From an optimization exercise on the open Yosys and OpenROAD flow, aimed at small area and few clock cycles per item; shortcuts taken in it are not production practice.
No functional check of the RTL was part of any run shown here.

## flow/design.v (module list and top-level ports; edited modules follow where they fit)
// module fp_mul_pipe: 2539 lines
// module fpm_fa: 10 lines
// module fpm_ha: 9 lines
module fp_mul_pipe #(
   parameter int EXP_W = 8,
   parameter int MAN_W = 23
) (
   input  logic                     clk,
   input  logic                     rst,
   input  logic                     in_valid,
   output logic                     in_ready,
   input  logic [EXP_W+MAN_W:0]     in_a,
   input  logic [EXP_W+MAN_W:0]     in_b,
   output logic                     out_valid,
   input  logic                     out_ready,
   output logic [EXP_W+MAN_W:0]     out_z,
   output logic [3:0]               out_flags
);
  // ...
==> flow/run.sh <==
#!/bin/bash
# synth_recipe.tcl (not shown) runs the flow's synth.tcl, then flattens the netlist and writes it again
# the make line also repeats each setting of config.mk as NAME=value (left out here)
make -C /OpenROAD-flow-scripts/flow DESIGN_CONFIG=/design/flow/config.mk WORK_HOME=/design/flow/orfs CLKGATE_MAP_FILE= SYNTH_SCRIPT=/design/flow/synth_recipe.tcl finish
==> flow/config.mk <==
export PLATFORM = sky130hd
export DESIGN_NAME = fp_mul_pipe
export DESIGN_NICKNAME = fp_mul_pipe
export VERILOG_FILES = /design/flow/design.v
export SDC_FILE = /design/flow/constraint.sdc
export NUM_CORES = 4
export LEC_CHECK = 0
export ABC_AREA = 1
export CAP_MARGIN = 20
export CORE_MARGIN = 2
export CORE_UTILIZATION = 40
export GPL_TIMING_DRIVEN = 0
export SLEW_MARGIN = 20
export SYNTH_HIERARCHICAL = 1
==> flow/constraint.sdc <==
create_clock -name core_clock -period 8.5 [get_ports {clk}]
set_input_delay 1.7000 -clock core_clock [delete_from_list [all_inputs] [get_ports {clk}]]
set_output_delay 1.7000 -clock core_clock [all_outputs]
set_load 0.01 [all_outputs]
==> flow_metrics.env, run 1 <==
export IMPL_place_ws_ps=-2580
export IMPL_fin_ws_ps=-526
export IMPL_violations="negative setup slack"
export IMPL_setup_viol=34
export IMPL_grt_use_met2_pct=47.0
export IMPL_max_stage_delay_ps=570
export IMPL_synth_edf_count=36
export IMPL_setup_tns_ps=-15830
export IMPL_crit_end="oz[14]"
export IMPL_syn_nets=2651
export IMPL_status="finished with violations"
export IMPL_m1WireLength_mm=29.3
export IMPL_r2r_setup_slack_ps=7180
export IMPL_worstRegToRegCells=1
export IMPL_grt_busiest_layer="met2"
export IMPL_antenna_found_initial=1
export IMPL_numCtsBuffers=5
export IMPL_multi_input_area_share_pct=70.2
export IMPL_startpoint="in_b[15]"
export IMPL_largest_registers="oz x32, of x4, ov x1"
export IMPL_fin_skew_ps=6.64
export IMPL_holdCritStartpoint="ov"
export IMPL_syn_area_mm2=0.0174
export IMPL_final_cell_area_mm2=0.0234
export IMPL_dr_pass1_iters=8
export IMPL_maxSlewHeadroom_pct=41.7
export IMPL_syn_to_final_growth_pct=34.8
==> inputs of run 2 (changes only) <==
--- a/flow/design.v
+++ b/flow/design.v
@@ -2056,158 +2056,158 @@
    fpm_fa u_s926 (.a(c751), .b(s838), .c(c837), .s(s926), .co(c927));
    fpm_fa u_s928 (.a(s756), .b(c839), .c(s840), .s(s928), .co(c929));
    fpm_fa u_s930 (.a(s760), .b(c841), .c(s842), .s(s930), .co(c931));
    fpm_fa u_s932 (.a(c761), .b(s844), .c(c843), .s(s932), .co(c933));
    fpm_fa u_s934 (.a(pp346), .b(s846), .c(c845), .s(s934), .co(c935));
    fpm_ha u_s936 (.a(pp347), .b(c847), .s(s936), .co(c937));
    assign pg_g0_0 = px[0] & py[0];
    assign ps_p0 = px[0] ^ py[0];
-   assign pg_p0_0 = px[0] | py[0];
+   assign pg_p0_0 = ps_p0;
    assign pg_g0_1 = px[1] & py[1];
    assign ps_p1 = px[1] ^ py[1];
-   assign pg_p0_1 = px[1] | py[1];
+   assign pg_p0_1 = ps_p1;
    assign pg_g0_2 = px[2] & py[2];
    assign ps_p2 = px[2] ^ py[2];
-   assign pg_p0_2 = px[2] | py[2];
+   assign pg_p0_2 = ps_p2;
    assign pg_g0_3 = px[3] & py[3];
    assign ps_p3 = px[3] ^ py[3];
-   assign pg_p0_3 = px[3] | py[3];
+   assign pg_p0_3 = ps_p3;
    assign pg_g0_4 = px[4] & py[4];
    assign ps_p4 = px[4] ^ py[4];
-   assign pg_p0_4 = px[4] | py[4];
+   assign pg_p0_4 = ps_p4;
    assign pg_g0_5 = px[5] & py[5];
    assign ps_p5 = px[5] ^ py[5];
-   assign pg_p0_5 = px[5] | py[5];
+   assign pg_p0_5 = ps_p5;
    assign pg_g0_6 = px[6] & py[6];
    assign ps_p6 = px[6] ^ py[6];
-   assign pg_p0_6 = px[6] | py[6];
+   assign pg_p0_6 = ps_p6;
    assign pg_g0_7 = px[7] & py[7];
    assign ps_p7 = px[7] ^ py[7];
-   assign pg_p0_7 = px[7] | py[7];
+   assign pg_p0_7 = ps_p7;
    assign pg_g0_8 = px[8] & py[8];
    assign ps_p8 = px[8] ^ py[8];
-   assign pg_p0_8 = px[8] | py[8];
+   assign pg_p0_8 = ps_p8;
    assign pg_g0_9 = px[9] & py[9];
    assign ps_p9 = px[9] ^ py[9];
-   assign pg_p0_9 = px[9] | py[9];
+   assign pg_p0_9 = ps_p9;
    assign pg_g0_10 = px[10] & py[10];
    assign ps_p10 = px[10] ^ py[10];
-   assign pg_p0_10 = px[10] | py[10];
+   assign pg_p0_10 = ps_p10;
    assign pg_g0_11 = px[11] & py[11];
    assign ps_p11 = px[11] ^ py[11];
-   assign pg_p0_11 = px[11] | py[11];
+   assign pg_p0_11 = ps_p11;
    assign pg_g0_12 = px[12] & py[12];
    assign ps_p12 = px[12] ^ py[12];
-   assign pg_p0_12 = px[12] | py[12];
+   assign pg_p0_12 = ps_p12;
    assign pg_g0_13 = px[13] & py[13];
    assign ps_p13 = px[13] ^ py[13];
-   assign pg_p0_13 = px[13] | py[13];
+   assign pg_p0_13 = ps_p13;
    assign pg_g0_14 = px[14] & py[14];
    assign ps_p14 = px[14] ^ py[14];
-   assign pg_p0_14 = px[14] | py[14];
+   assign pg_p0_14 = ps_p14;
    assign pg_g0_15 = px[15] & py[15];
    assign ps_p15 = px[15] ^ py[15];
-   assign pg_p0_15 = px[15] | py[15];
+   assign pg_p0_15 = ps_p15;
    assign pg_g0_16 = px[16] & py[16];
    assign ps_p16 = px[16] ^ py[16];
-   assign pg_p0_16 = px[16] | py[16];
+   assign pg_p0_16 = ps_p16;
    assign pg_g0_17 = px[17] & py[17];
    assign ps_p17 = px[17] ^ py[17];
-   assign pg_p0_17 = px[17] | py[17];
+   assign pg_p0_17 = ps_p17;
    assign pg_g0_18 = px[18] & py[18];
    assign ps_p18 = px[18] ^ py[18];
-   assign pg_p0_18 = px[18] | py[18];
+   assign pg_p0_18 = ps_p18;
    assign pg_g0_19 = px[19] & py[19];
    assign ps_p19 = px[19] ^ py[19];
-   assign pg_p0_19 = px[19] | py[19];
+   assign pg_p0_19 = ps_p19;
    assign pg_g0_20 = px[20] & py[20];
    assign ps_p20 = px[20] ^ py[20];
-   assign pg_p0_20 = px[20] | py[20];
+   assign pg_p0_20 = ps_p20;
    assign pg_g0_21 = px[21] & py[21];
    assign ps_p21 = px[21] ^ py[21];
-   assign pg_p0_21 = px[21] | py[21];
+   assign pg_p0_21 = ps_p21;
    assign pg_g0_22 = px[22] & py[22];
    assign ps_p22 = px[22] ^ py[22];
-   assign pg_p0_22 = px[22] | py[22];
+   assign pg_p0_22 = ps_p22;
    assign pg_g0_23 = px[23] & py[23];
    assign ps_p23 = px[23] ^ py[23];
-   assign pg_p0_23 = px[23] | py[23];
+   assign pg_p0_23 = ps_p23;
    assign pg_g0_24 = px[24] & py[24];
    assign ps_p24 = px[24] ^ py[24];
-   assign pg_p0_24 = px[24] | py[24];
+   assign pg_p0_24 = ps_p24;
    assign pg_g0_25 = px[25] & py[25];
    assign ps_p25 = px[25] ^ py[25];
-   assign pg_p0_25 = px[25] | py[25];
+   assign pg_p0_25 = ps_p25;
    assign pg_g0_26 = px[26] & py[26];
    assign ps_p26 = px[26] ^ py[26];
-   assign pg_p0_26 = px[26] | py[26];
+   assign pg_p0_26 = ps_p26;
    assign pg_g0_27 = px[27] & py[27];
    assign ps_p27 = px[27] ^ py[27];
-   assign pg_p0_27 = px[27] | py[27];
+   assign pg_p0_27 = ps_p27;
    assign pg_g0_28 = px[28] & py[28];
    assign ps_p28 = px[28] ^ py[28];
-   assign pg_p0_28 = px[28] | py[28];
+   assign pg_p0_28 = ps_p28;
    assign pg_g0_29 = px[29] & py[29];
    assign ps_p29 = px[29] ^ py[29];
-   assign pg_p0_29 = px[29] | py[29];
+   assign pg_p0_29 = ps_p29;
    assign pg_g0_30 = px[30] & py[30];
    assign ps_p30 = px[30] ^ py[30];
-   assign pg_p0_30 = px[30] | py[30];
+   assign pg_p0_30 = ps_p30;
    assign pg_g0_31 = px[31] & py[31];
    assign ps_p31 = px[31] ^ py[31];
-   assign pg_p0_31 = px[31] | py[31];
+   assign pg_p0_31 = ps_p31;
    assign pg_g0_32 = px[32] & py[32];
    assign ps_p32 = px[32] ^ py[32];
-   assign pg_p0_32 = px[32] | py[32];
+   assign pg_p0_32 = ps_p32;
    assign pg_g0_33 = px[33] & py[33];
    assign ps_p33 = px[33] ^ py[33];
-   assign pg_p0_33 = px[33] | py[33];
+   assign pg_p0_33 = ps_p33;
    assign pg_g0_34 = px[34] & py[34];
    assign ps_p34 = px[34] ^ py[34];
-   assign pg_p0_34 = px[34] | py[34];
+   assign pg_p0_34 = ps_p34;
    assign pg_g0_35 = px[35] & py[35];
    assign ps_p35 = px[35] ^ py[35];
-   assign pg_p0_35 = px[35] | py[35];
+   assign pg_p0_35 = ps_p35;
    assign pg_g0_36 = px[36] & py[36];
    assign ps_p36 = px[36] ^ py[36];
-   assign pg_p0_36 = px[36] | py[36];
+   assign pg_p0_36 = ps_p36;
    assign pg_g0_37 = px[37] & py[37];
    assign ps_p37 = px[37] ^ py[37];
-   assign pg_p0_37 = px[37] | py[37];
+   assign pg_p0_37 = ps_p37;
    assign pg_g0_38 = px[38] & py[38];
    assign ps_p38 = px[38] ^ py[38];
-   assign pg_p0_38 = px[38] | py[38];
+   assign pg_p0_38 = ps_p38;
    assign pg_g0_39 = px[39] & py[39];
    assign ps_p39 = px[39] ^ py[39];
-   assign pg_p0_39 = px[39] | py[39];
+   assign pg_p0_39 = ps_p39;
    assign pg_g0_40 = px[40] & py[40];
    assign ps_p40 = px[40] ^ py[40];
-   assign pg_p0_40 = px[40] | py[40];
+   assign pg_p0_40 = ps_p40;
    assign pg_g0_41 = px[41] & py[41];
    assign ps_p41 = px[41] ^ py[41];
-   assign pg_p0_41 = px[41] | py[41];
+   assign pg_p0_41 = ps_p41;
    assign pg_g0_42 = px[42] & py[42];
    assign ps_p42 = px[42] ^ py[42];
-   assign pg_p0_42 = px[42] | py[42];
+   assign pg_p0_42 = ps_p42;
    assign pg_g0_43 = px[43] & py[43];
    assign ps_p43 = px[43] ^ py[43];
-   assign pg_p0_43 = px[43] | py[43];
+   assign pg_p0_43 = ps_p43;
    assign pg_g0_44 = px[44] & py[44];
    assign ps_p44 = px[44] ^ py[44];
-   assign pg_p0_44 = px[44] | py[44];
+   assign pg_p0_44 = ps_p44;
    assign pg_g0_45 = px[45] & py[45];
    assign ps_p45 = px[45] ^ py[45];
-   assign pg_p0_45 = px[45] | py[45];
+   assign pg_p0_45 = ps_p45;
    assign pg_g0_46 = px[46] & py[46];
    assign ps_p46 = px[46] ^ py[46];
-   assign pg_p0_46 = px[46] | py[46];
+   assign pg_p0_46 = ps_p46;
    assign pg_g0_47 = px[47] & py[47];
    assign ps_p47 = px[47] ^ py[47];
-   assign pg_p0_47 = px[47] | py[47];
+   assign pg_p0_47 = ps_p47;
    assign pg_g1_1 = pg_g0_1 | (pg_p0_1 & pg_g0_0);
    assign pg_p1_1 = pg_p0_1 & pg_p0_0;
    assign pg_g1_3 = pg_g0_3 | (pg_p0_3 & pg_g0_2);
    assign pg_p1_3 = pg_p0_3 & pg_p0_2;
    assign pg_g1_5 = pg_g0_5 | (pg_p0_5 & pg_g0_4);
    assign pg_p1_5 = pg_p0_5 & pg_p0_4;
    assign pg_g1_7 = pg_g0_7 | (pg_p0_7 & pg_g0_6);
    assign pg_p1_7 = pg_p0_7 & pg_p0_6;
==> flow/config.mk (replaced) <==
export PLATFORM = sky130hd
export DESIGN_NAME = fp_mul_pipe
export DESIGN_NICKNAME = fp_mul_pipe
export VERILOG_FILES = /design/flow/design.v
export SDC_FILE = /design/flow/constraint.sdc
export NUM_CORES = 4
export LEC_CHECK = 0
export ABC_AREA = 1
export CAP_MARGIN = 20
export CORE_MARGIN = 2
export CORE_UTILIZATION = 65
export SLEW_MARGIN = 20
export SYNTH_HIERARCHICAL = 1
==> run 2 against run 1 <==
Net effect: the flow now stops in global routing (5_1_grt); area after synthesis decreased by 3.7%; synthesized cell count shrank 5.8%.
==> flow_metrics.env, run 2 <==
export IMPL_synth_top_area_share_pct=30.8
export IMPL_async_flop_share_pct=0
export IMPL_clock_sinks=37
export IMPL_yosys_warnings=10
export IMPL_die_w_um=164
export IMPL_die_h_um=164
export IMPL_synth_top_family_by_area="adder cells"
export IMPL_synth_seq_area_share_pct=6.58
export IMPL_synthMuxAreaShare_pct=0
export IMPL_grt_overflow_total=120
export IMPL_worstEndpointType="register input"
export IMPL_postCtsHoldBufs=0
export IMPL_cts_max_level=2
export IMPL_grt_max_degree=39
export IMPL_synth_edf_count=36
export IMPL_num_rows=58
export IMPL_numCtsBuffers=5
export IMPL_first_error="[ERROR GRT-0232] Routing congestion too high. Check the congestion heatmap in the GUI."
export IMPL_numPortBuffers=105
export IMPL_synth_adder_area_share_pct=37.9
export IMPL_failed_stage="global routing (5_1_grt)"
export IMPL_dpl_cell_area_mm2=0.0210
export IMPL_yosys_cell_count_top_type="nand2_1"
export IMPL_initial_core_util_pct=66.3
export IMPL_place_ws_ps=-1040
export IMPL_synth_simple_area_share_pct=16.9
export IMPL_postGrtWorstEndpoint="oz[9]$_SDFFCE_PN0P_/D"
export IMPL_dpl_hpwl_mm=47.0
export IMPL_synth_seq_cells=37
export IMPL_synth_cell_types=52
export IMPL_syn_area_mm2=0.0167
export IMPL_synth_xor_area_share_pct=14.8
export IMPL_place_congestion=0.995
export IMPL_status="stopped before the end"
export IMPL_synthFlopType="edfxtp_1"
export IMPL_yosys_top_cells_area="fa_1 31%, xor2_1 14%, o22ai_1 9.9%"
export IMPL_synth_compound_area_share_pct=16.0
export IMPL_syn_area_per_cell_um2=7.99
export IMPL_cts_root_buf="clkbuf_16"
export IMPL_syn_nets=2517
export IMPL_grt_usage_pct=77.9
export IMPL_ios=106
export IMPL_synth_largest_area_cell="fa_1"
export IMPL_synthTopCellsByCount="365 x nand2_1, 276 x xor2_1, 264 x o22ai_1"
export IMPL_dp_cells=2769
export IMPL_postSynthCellCount=2096
export IMPL_cts_max_path_buffers=2
-- run 2: changes by cell type after synthesis, moves of 6 or more --
cell      delta
xnor2_1      -6
buf_1        -7
nand3_1      -6
nor2_1      -11
clkbuf_1    +11
a21oi_1      +9
nand2_1     -33
inv_1       -51
inv_2       -11
-- run 2: how the worst max path moves through the flow --
stage,slack (ps),cells past startpoint,end
2_1_floorplan,1,40,oz[14]
3_3_place_gp,-710,39,oz[22]
3_5_place_dp,-1040,39,oz[22]
4_1_cts,0.3,42,oz[4]
-- run 2: modules after synthesis, one instance, submodules excluded --
module / times used / flip-flops and latches / cell area [um2]
fpm_fa: 256 / 0 / 20.0
fp_mul_pipe: 1 / 37 / 11300
fpm_ha: 28 / 0 / 12.5
-- run 2: cell families after synthesis --
kind of cell | after synthesis
xor gates and xnor gates | 282
AOI/OAI and AO/OA | 445
adders and majority gates | 353
and+or+nand+nor | 650
DFF | 37
buffers and inverters | 329
-- run 2: what timing repair did --
item,CTS
cloned,6
resized for setup,215
pin swaps,95
endpoints found under the setup margin,34
buffers inserted,54
-- run 2: layer usage --
| metal | track usage [%] | overflow |
|---|---|---|
| met1 | 78.4 | 0 |
| met2 | 94.7 | 64 |
| met3 | 62.2 | 2 |
| met4 | 78.0 | 54 |
| met5 | 21.0 | 0 |
==> inputs of run 3 (changes only) <==
--- a/flow/config.mk
+++ b/flow/config.mk
@@ -7,7 +7,7 @@
 export LEC_CHECK = 0
 export ABC_AREA = 1
-export CAP_MARGIN = 20
+export CAP_MARGIN = 0
 export CORE_MARGIN = 2
 export CORE_UTILIZATION = 65
-export SLEW_MARGIN = 20
+export SLEW_MARGIN = 0
 export SYNTH_HIERARCHICAL = 1
==> run 3 against run 2 <==
Net effect: the flow again stops in global routing (5_1_grt); synthesized cell count unchanged; area after synthesis unchanged.
==> flow_metrics.env, run 3 <==
export IMPL_status="stopped before the end"
export IMPL_failed_stage="global routing (5_1_grt)"
export IMPL_first_error="[ERROR GRT-0232] Routing congestion too high. Check the congestion heatmap in the GUI."
export IMPL_clock_sinks=37
export IMPL_async_flop_share_pct=0
export IMPL_grt_max_degree=39
export IMPL_numPortBuffers=105
export IMPL_cts_root_buf="clkbuf_16"
export IMPL_dpl_cell_area_mm2=0.0210
export IMPL_synth_top_family_by_area="adder cells"
export IMPL_grt_usage_pct=77.9
export IMPL_initial_core_util_pct=66.3
export IMPL_yosys_top_cells_area="fa_1 31%, xor2_1 14%, o22ai_1 9.9%"
export IMPL_synth_largest_area_cell="fa_1"
export IMPL_numCtsBuffers=5
export IMPL_ios=106
export IMPL_dpl_hpwl_mm=47.0
export IMPL_synth_xor_area_share_pct=14.8
export IMPL_syn_area_per_cell_um2=7.99
export IMPL_synth_seq_area_share_pct=6.58
export IMPL_synth_compound_area_share_pct=16.0
export IMPL_yosys_warnings=10
export IMPL_num_rows=58
export IMPL_synth_seq_cells=37
export IMPL_place_ws_ps=-1040
export IMPL_postSynthCellCount=2096
export IMPL_postCtsHoldBufs=0
export IMPL_synth_simple_area_share_pct=16.9
export IMPL_postGrtWorstEndpoint="oz[9]$_SDFFCE_PN0P_/D"
export IMPL_synthFlopType="edfxtp_1"
export IMPL_synthTopCellsByCount="365 x nand2_1, 276 x xor2_1, 264 x o22ai_1"
export IMPL_grt_overflow_total=120
export IMPL_synthMuxAreaShare_pct=0
export IMPL_syn_nets=2517
export IMPL_yosys_cell_count_top_type="nand2_1"
export IMPL_cts_max_path_buffers=2
export IMPL_synth_cell_types=52
export IMPL_cts_max_level=2
export IMPL_synth_edf_count=36
export IMPL_place_congestion=0.995
export IMPL_die_w_um=164
export IMPL_worstEndpointType="register input"
export IMPL_syn_area_mm2=0.0167
export IMPL_synth_top_area_share_pct=30.8
export IMPL_die_h_um=164
export IMPL_synth_adder_area_share_pct=37.9
-- run 3: cell counts after synthesis --
No cell type changed its count.
-- run 3: routing by layer --
layer,overflow,GRT usage (%)
met1,0,78.4
met2,64,94.7
met4,54,78.0
met3,2,62.2
met5,0,21.0
-- run 3: cells by family after synthesis --
| logic type | Yosys count |
|---|---|
| flip-flops | 37 |
| AND/OR/NAND/NOR | 650 |
| buffers and inverters | 329 |
| adder cells (fa/ha/maj) | 353 |
| XOR/XNOR | 282 |
| AO/OA/AOI/OAI | 445 |
-- run 3: stage by stage --
stage | hold slack, ps | instances
after floorplan | 1360 | 2096
after global placement | 1150 | 2769
after detailed placement | 1230 | 2769
after CTS | 1220 | 2836
-- run 3: how the worst max path moves through the flow --
stage	startpoint	endpoint	depth (start not counted)
floorplan	in_b[15]	oz[14]	40
global placement	in_b[12]	oz[22]	39
detailed placement	in_b[8]	oz[22]	39
CTS	in_b[4]	oz[4]	42
-- run 3: timing repair --
item | in CTS
resized for setup | 215
setup endpoints to repair | 34
gates cloned | 6
buffers inserted | 54
pin swaps | 95
-- run 3: modules after synthesis, one instance, submodules excluded --
module	times used	area, um2	flip-flops and latches	cells inside
fp_mul_pipe	1	11300	37	1812
fpm_ha	28	12.5	0	1
fpm_fa	256	20.0	0	1

-- static timing again, ports no longer ideal --
No port has a modelled driver above. Below, the same layout with a new extraction and two added sets of constraints. Step 1: set_driving_cell puts a clkbuf_16 on clk and a buf_2 on each other input, an assumption about the parent block. Step 2, shift: input delay + t, output delay - t, t = (earliest + latest rising clock arrival at the registers) / 2. This alone moves slack from input paths to output paths. a / b / c = ideal ports / drivers / drivers and shift; a / b = the first two.
run: run 1
t (ns): 0.321
setup WS [ns]: -0.526 / -0.508 / -0.828
worst setup path at the end: input to register
cell pins on the clock port's net: 1
For run 1, drivers alone change the setup slack by +0.018 ns; drivers and shift together by -0.302 ns.
